Source: an optimization exercise on an open RTL-to-GDS flow (aim: small area, a short achievable clock period and few clock cycles per item). Production flows keep margins and buffers that such runs may drop. The RTL was checked by simulation tests, not by an equivalence proof against the original design. Power is estimated from default activity; no workload was simulated.

## sme_top
module sme_top (
    input  logic              clk,
    input  logic              reset,
    input  sme_pkg::char_t    chardata,
    input  logic              isstring,
    input  logic              ispattern,
    output logic              valid,
    output logic              match,
    output sme_pkg::str_idx_t match_index
);
Size in the first run: ~1,500 cells after synthesis, roughly 350 flip-flops, ~17,000 um2 of cells after synthesis.
clock: 7.0 ns
lec_check: 0
cap_margin: 20
core_margin: 2
core_utilization: 60
cts_buf_list: sky130_fd_sc_hd__clkbuf_8 sky130_fd_sc_hd__clkbuf_16
cts_cluster_diameter: 110
cts_cluster_size: 25
setup_slack_margin: 4.4
slew_margin: 20
run.sh (not shown) runs the stock make flow with config.mk's settings and CLKGATE_MAP_FILE= SYNTH_SCRIPT=/design/flow/synth_recipe.tcl, a recipe that flattens the netlist after the stock synthesis.
Testbench counts at the start, summed over its fixed seeds: cycles 38,551, jobs 3,200.
Edit:
- CTS_CLUSTER_DIAMETER: 110 -> 100
- CTS_CLUSTER_SIZE: 25 -> 20
- SETUP_SLACK_MARGIN: 4.4 -> 4.7
- register-to-register slack gets better by 0.07 ns
- hold slack barely changes
- first-iteration DRC count rose by 24%
- routed wire length rose by about 18%
- design area rose by about 11%
Edit:
- SETUP_SLACK_MARGIN: 4.7 -> 4.5
Count of clock-buffer cells in the layout does not change.
Die area is unchanged.
First-iteration DRC count barely changes.
Register-to-register slack degrades by 0.06 ns.
Flip-flop and latch count does not change.
Routed wire length decreases by 7.4%.
Cell area decreases by 5.5%.
Worst hold slack degrades by 0.012 ns.
Setup slack degrades by 0.050 ns.
Global-route usage decreases by 3.4 points.
Edit:
- SETUP_SLACK_MARGIN: 4.5 -> 4.4
=> Combinational power drops by 4.0%. Setup slack gets better by 0.034 ns. Utilization drops by 2.5 points. Fmax climbs by about 1.3%. Power drops by 1.7%. Final area drops by about 3.5%. Sequential share of layout area climbs by 1.8 points. Synthesized cell count is unchanged. Final cell count drops by about 2.4%.

========
== west ==
sme_top, a different RTL version from the one above (not shown whole).
Size in the first run: roughly 1500 cells after synthesis, about 19 I/O pins, ~0.018 mm² of cells after synthesis.
==> flow/design.v (excerpt) <==
module sme_top (
    input  logic              clk,
    input  logic              reset,
    input  sme_pkg::char_t    chardata,
    input  logic              isstring,
    input  logic              ispattern,
    output logic              valid,
    output logic              match,
    output sme_pkg::str_idx_t match_index
);
Settings: LEC_CHECK=0, CAP_MARGIN=20, CORE_MARGIN=2, CORE_UTILIZATION=60, CTS_BUF_LIST=sky130_fd_sc_hd__clkbuf_8 sky130_fd_sc_hd__clkbuf_16, CTS_CLUSTER_DIAMETER=100, CTS_CLUSTER_SIZE=20, SETUP_SLACK_MARGIN=4.5, SLEW_MARGIN=20; clock period 7.0 ns.
Testbench counts of west, summed over its fixed seeds: cycles 38,551, jobs 3,200.
Inputs modified between west and south:
- a change of CORE_UTILIZATION from 60 to 70
- a change of SETUP_SLACK_MARGIN from 4.5 to 4.35
==> run notes <==
Signed area change from the synthesized netlist to the final layout: south vs west down 6.8 points
west → south: combinational group share of total power went down 2.5 points, synthesized netlist cell count held, via count went down 353, buffer count excluding the clock tree in the final layout went down 60, worst setup slack went down 0.11 ns.
Relative to west, total power decreased by 2.6% in south.
Core util | south vs west | south higher
south vs west: die width down by a little under 10%
Run comparison: west slowest cell on the critical path sky130_fd_sc_hd__a211oi_2; south slowest cell on the critical path sky130_fd_sc_hd__dfxtp_2

========
== job 1902 ==
The RTL this note starts from:
==> flow/design.v <==
package sme_pkg;
    localparam int STR_DEPTH = 32;
    localparam int PAT_DEPTH = 8;
    typedef logic [7:0] char_t;
    typedef logic [4:0] str_idx_t;
    typedef logic [5:0] str_len_t;
    typedef logic [3:0] pat_len_t;
    localparam char_t HEAD_ANCHOR = 8'h5e;
    localparam char_t TAIL_ANCHOR = 8'h24;
    localparam char_t WILDCARD    = 8'h2e;
    localparam char_t SEPARATOR   = 8'h5f;
endpackage
module sme_char_store #(
    parameter int DEPTH = sme_pkg::STR_DEPTH
) (
    input  logic                           clk,
    input  logic [DEPTH-1:0]               wen,
    input  sme_pkg::char_t                 wdata,
    output sme_pkg::char_t [DEPTH-1:0]     contents
);
    always_ff @(posedge clk)
    begin
        for (int i = 0; i < DEPTH; i++)
        begin
            if (wen[i])
            begin
                contents[i] <= wdata;
            end
        end
    end
endmodule
module sme_loader (
    input  sme_pkg::char_t     chardata,
    input  logic               isstring,
    input  logic               ispattern,
    output logic               str_char,
    output logic               pat_char,
    output logic               is_head,
    output logic               is_tail,
    output logic               is_wild
);
    assign str_char = isstring;
    assign pat_char = ispattern && !isstring;
    assign is_head  = (chardata == sme_pkg::HEAD_ANCHOR);
    assign is_tail  = (chardata == sme_pkg::TAIL_ANCHOR);
    assign is_wild  = (chardata == sme_pkg::WILDCARD);
endmodule
module sme_matcher (
    input  logic                                     clk,
    input  logic                                     reset,
    input  logic                                     str_char,
    input  logic                                     pat_char,
    input  logic                                     is_head,
    input  logic                                     is_tail,
    input  logic                                     is_wild,
    input  sme_pkg::char_t                           chardata,
    input  sme_pkg::char_t [sme_pkg::STR_DEPTH-1:0]  str_chars,
    output logic [sme_pkg::STR_DEPTH-1:0]            str_wen,
    output logic                                     valid,
    output logic                                     match,
    output sme_pkg::str_idx_t                        match_index
);
    typedef enum logic [1:0] {
        R_IDLE,
        R_STRING,
        R_PATTERN,
        R_SLOW
    } run_t;
    run_t               run;
    sme_pkg::str_len_t  slen;
    logic [32:0]        tm_r;        
    logic               tail_next;
    logic               pz_next;
    sme_pkg::str_idx_t  idx_r;
    sme_pkg::pat_len_t  plen;
    logic               pz;          
    logic               tail;
    logic               late;
    logic [3:0]         scnt;        
    logic [32:1]        fvec;
    logic [32:0]        in_str;      
    logic [32:0]        at_end;      
    logic [31:0]        sep;
    logic [31:0]        eqv;
    logic [32:1]        headmask;
    logic [32:0]        headok;
    logic [32:0]        tailmask;
    logic [32:0]        f_all;
    logic [32:0]        res_vec;
    logic               in_pat;
    logic               p_empty;
    logic               p_full;
    logic               job_end;
    logic               res_any;
    logic [5:0]         res_pos;
    logic [4:0]         p_neg;
    logic [4:0]         res_idx;
    assign p_empty = pz;
    assign p_full  = (plen == 4'd8);
    always_comb
    begin
        for (int j = 0; j < 32; j++)
        begin
            in_str[j] = (6'(j) < slen);
            sep[j]    = (str_chars[j] == sme_pkg::SEPARATOR);
            eqv[j]    = in_str[j] && (is_wild || (str_chars[j] == chardata));
        end
        in_str[32] = 1'b0;
        at_end[0] = (slen == 6'd0);
        for (int n = 1; n <= 32; n++)
            at_end[n] = in_str[n-1] && !in_str[n];
        for (int n = 1; n <= 32; n++)
            headmask[n] = sep[n-1] && in_str[n];
        headok[0] = 1'b1;
        for (int n = 1; n <= 32; n++)
            headok[n] = sep[n-1];
        tailmask[0] = at_end[0] || (in_str[0] && sep[0]);
        for (int n = 1; n < 32; n++)
            tailmask[n] = (at_end[n] && !pz_next) || (in_str[n] && sep[n]);
        tailmask[32] = at_end[32] && !pz_next;
    end
    assign tail_next = (run == R_SLOW) ? tail : (pat_char && (tail || is_tail));
    assign pz_next   = (run == R_SLOW) ? pz
                       : pat_char ? (pz && (is_head || is_tail))
                       : !(job_end && late);
    always_ff @(posedge clk)
    begin
        if (run == R_SLOW)
        begin
            tm_r <= {tm_r[31:0], 1'b0};
        end
        else if (job_end && late)
            tm_r <= headok;
        else
            tm_r <= tail_next ? tailmask : '1;
    end
    assign f_all   = {fvec, p_empty};
    assign res_vec = f_all & tm_r;
    always_comb
    begin
        logic [15:0] any1;
        logic [15:0] idx1;
        logic [7:0]  any2;
        logic [1:0]  idx2 [8];
        logic [3:0]  any3;
        logic [2:0]  idx3 [4];
        logic [1:0]  any4;
        logic [3:0]  idx4 [2];
        for (int i = 0; i < 16; i++)
        begin
            any1[i] = res_vec[2*i] || res_vec[2*i+1];
            idx1[i] = !res_vec[2*i];
        end
        for (int i = 0; i < 8; i++)
        begin
            any2[i] = any1[2*i] || any1[2*i+1];
            idx2[i] = any1[2*i] ? {1'b0, idx1[2*i]} : {1'b1, idx1[2*i+1]};
        end
        for (int i = 0; i < 4; i++)
        begin
            any3[i] = any2[2*i] || any2[2*i+1];
            idx3[i] = any2[2*i] ? {1'b0, idx2[2*i]} : {1'b1, idx2[2*i+1]};
        end
        for (int i = 0; i < 2; i++)
        begin
            any4[i] = any3[2*i] || any3[2*i+1];
            idx4[i] = any3[2*i] ? {1'b0, idx3[2*i]} : {1'b1, idx3[2*i+1]};
        end
        res_any = any4[0] || any4[1] || res_vec[32];
        if (any4[0])
            res_pos = {2'b00, idx4[0]};
        else if (any4[1])
            res_pos = {2'b01, idx4[1]};
        else
            res_pos = 6'd32;
    end
    assign in_pat  = (run == R_PATTERN);
    assign job_end = in_pat && !str_char && !pat_char;
    always_comb
    begin
        logic [4:0] g;
        logic [4:0] t;
        logic [4:0] c;
        case (plen)
            4'd0:    p_neg = 5'd0;
            4'd1:    p_neg = 5'd31;
            4'd2:    p_neg = 5'd30;
            4'd3:    p_neg = 5'd29;
            4'd4:    p_neg = 5'd28;
            4'd5:    p_neg = 5'd27;
            4'd6:    p_neg = 5'd26;
            4'd7:    p_neg = 5'd25;
            default: p_neg = 5'd24;
        endcase
        g = res_pos[4:0] & p_neg;
        t = res_pos[4:0] | p_neg;
        c[0] = 1'b0;
        c[1] = g[0];
        c[2] = g[1] | (t[1] & g[0]);
        c[3] = g[2] | (t[2] & g[1]) | (t[2] & t[1] & g[0]);
        c[4] = g[3] | (t[3] & g[2]) | (t[3] & t[2] & g[1]) | (t[3] & t[2] & t[1] & g[0]);
        res_idx = res_pos[4:0] ^ p_neg ^ c;
    end
    always_comb
    begin
        logic first;
        logic wr;
        first = (run != R_STRING);
        wr    = str_char && (run != R_SLOW);
        str_wen[0] = wr && first;
        for (int j = 1; j < 32; j++)
            str_wen[j] = wr && !first && (slen == 6'(j));
    end
    always_ff @(posedge clk or posedge reset)
    begin
        if (reset)
        begin
            run   <= R_IDLE;
            slen  <= '0;
            plen  <= '0;
            pz    <= 1'b1;
            tail  <= 1'b0;
            late  <= 1'b0;
            scnt  <= '0;
            valid <= 1'b0;
        end
        else
        begin
            valid <= 1'b0;
            if (run == R_SLOW)
            begin
                if (scnt != 4'd0)
                begin
                    scnt <= scnt - 4'd1;
                end
                else
                begin
                    valid <= 1'b1;
                    late  <= 1'b0;
                    run   <= R_IDLE;
                end
            end
            else if (pat_char)
            begin
                run <= R_PATTERN;
                if (is_head)
                begin
                    if (!p_empty)
                        late <= 1'b1;
                end
                else if (is_tail)
                begin
                    tail <= 1'b1;
                end
                else if (!p_full)
                begin
                    plen <= plen + 4'd1;
                    pz   <= 1'b0;
                end
            end
            else
            begin
                run  <= R_IDLE;
                plen <= '0;
                pz   <= 1'b1;
                tail <= 1'b0;
                late <= 1'b0;
                if (str_char)
                begin
                    run <= R_STRING;
                    if (run != R_STRING)
                        slen <= 6'd1;
                    else if (slen < 6'd32)
                        slen <= slen + 6'd1;
                end
                else if (job_end)
                begin
                    if (late)
                    begin
                        run  <= R_SLOW;
                        scnt <= plen;
                        plen <= plen;
                        pz   <= pz;
                        late <= 1'b1;
                    end
                    else
                    begin
                        valid <= 1'b1;
                    end
                end
            end
        end
    end
    always_ff @(posedge clk)
    begin
        if (run == R_SLOW)
        begin
            fvec <= fvec;
        end
        else if (pat_char)
        begin
            if (is_head)
            begin
                if (p_empty)
                    fvec <= headmask;
            end
            else if (!is_tail && !p_full)
            begin
                fvec <= f_all[31:0] & eqv;
            end
        end
        else if (job_end && late)
        begin
            fvec <= fvec & tm_r[32:1];
        end
        else
        begin
            fvec <= '1;
        end
    end
    always_ff @(posedge clk)
    begin
        match       <= res_any;
        idx_r       <= res_idx;
    end
    assign match_index = match ? idx_r : 5'd0;
endmodule
module sme_top (
    input  logic              clk,
    input  logic              reset,
    input  sme_pkg::char_t    chardata,
    input  logic              isstring,
    input  logic              ispattern,
    output logic              valid,
    output logic              match,
    output sme_pkg::str_idx_t match_index
);
    logic                                    str_char;
    logic                                    pat_char;
    logic                                    is_head;
    logic                                    is_tail;
    logic                                    is_wild;
    logic [sme_pkg::STR_DEPTH-1:0]           str_wen;
    sme_pkg::char_t [sme_pkg::STR_DEPTH-1:0] str_chars;
    sme_loader loader (
        .chardata  (chardata),
        .isstring  (isstring),
        .ispattern (ispattern),
        .str_char  (str_char),
        .pat_char  (pat_char),
        .is_head   (is_head),
        .is_tail   (is_tail),
        .is_wild   (is_wild)
    );
    sme_char_store #(
        .DEPTH (sme_pkg::STR_DEPTH)
    ) string_store (
        .clk      (clk),
        .wen      (str_wen),
        .wdata    (chardata),
        .contents (str_chars)
    );
    sme_matcher matcher (
        .clk         (clk),
        .reset       (reset),
        .str_char    (str_char),
        .pat_char    (pat_char),
        .is_head     (is_head),
        .is_tail     (is_tail),
        .is_wild     (is_wild),
        .chardata    (chardata),
        .str_chars   (str_chars),
        .str_wen     (str_wen),
        .valid       (valid),
        .match       (match),
        .match_index (match_index)
    );
endmodule
clock: 7.0 ns
lec_check: 0
cap_margin: 20
core_margin: 2
core_utilization: 70
cts_buf_list: sky130_fd_sc_hd__clkbuf_8 sky130_fd_sc_hd__clkbuf_16
cts_cluster_diameter: 100
cts_cluster_size: 20
setup_slack_margin: 4.4
slew_margin: 20
Testbench counts of job 1902, summed over its fixed seeds: cycles 38,551, jobs 3,200.
### job 1902 -> job 1257
diff --git a/flow/config.mk b/flow/config.mk
--- a/flow/config.mk
+++ b/flow/config.mk
@@ -10 +10 @@
-export CORE_UTILIZATION = 70
+export CORE_UTILIZATION = 60
@@ -14 +14 @@
-export SETUP_SLACK_MARGIN = 4.4
+export SETUP_SLACK_MARGIN = 4.2
Notes after the runs:
Job 1257 completed end to end with timing, DRC and antenna clean. Count of non-CTS buffers in the layout was higher in job 1902 than in job 1257. Job 1257 vs job 1902 — power spent charging and discharging nets dropped slightly. matcher.fvec[20] as the end of the critical path was reported by job 1902, and matcher.fvec[32] by job 1257. In job 1257, share of cells above drive strength 1 is lower than in job 1902. Part of the power in the clock network was lower in the run labelled job 1902.

-- re-timing with driven ports --
The results above use ideal ports. As a check the final layouts listed here were re-extracted and re-timed, cells and wires unchanged. Step 1, drivers: a clkbuf_16 drives clk and a buf_2 each remaining input, both assumed. Step 2 moves the port delays by t, midway between the first and last clock arrival at a register: inputs arrive t later, outputs are due t later. That takes back most of the time a late clock gives input paths. a / b / c = ideal / step 1 / step 2; a / b = the first two.
run	t (ns)	setup slack, ns	slew at the worst register clock pin (ns)
the first run of note 1	0.576	4.345 / 4.345 / 3.848	0.12 / 0.12
the second run of note 1	0.595	4.410 / 4.205 / 3.610	0.10 / 0.10
the third run of note 1	0.587	4.360 / 4.311 / 3.739	0.10 / 0.10
the fourth run of note 1	0.589	4.395 / 4.365 / 3.806	0.10 / 0.10
west	0.588	4.364 / 4.288 / 3.700	0.10 / 0.10
south	0.587	4.252 / 4.200 / 3.709	0.10 / 0.10
job 1902	0.585	4.342 / 4.342 / 3.767	0.10 / 0.10
job 1257	0.591	4.222 / 4.237 / 3.646	0.10 / 0.10
After both steps every run listed still meets setup and hold. For the second run of note 1, which loses most, drivers alone change the setup slack by -0.205 ns; drivers and shift together by -0.800 ns.
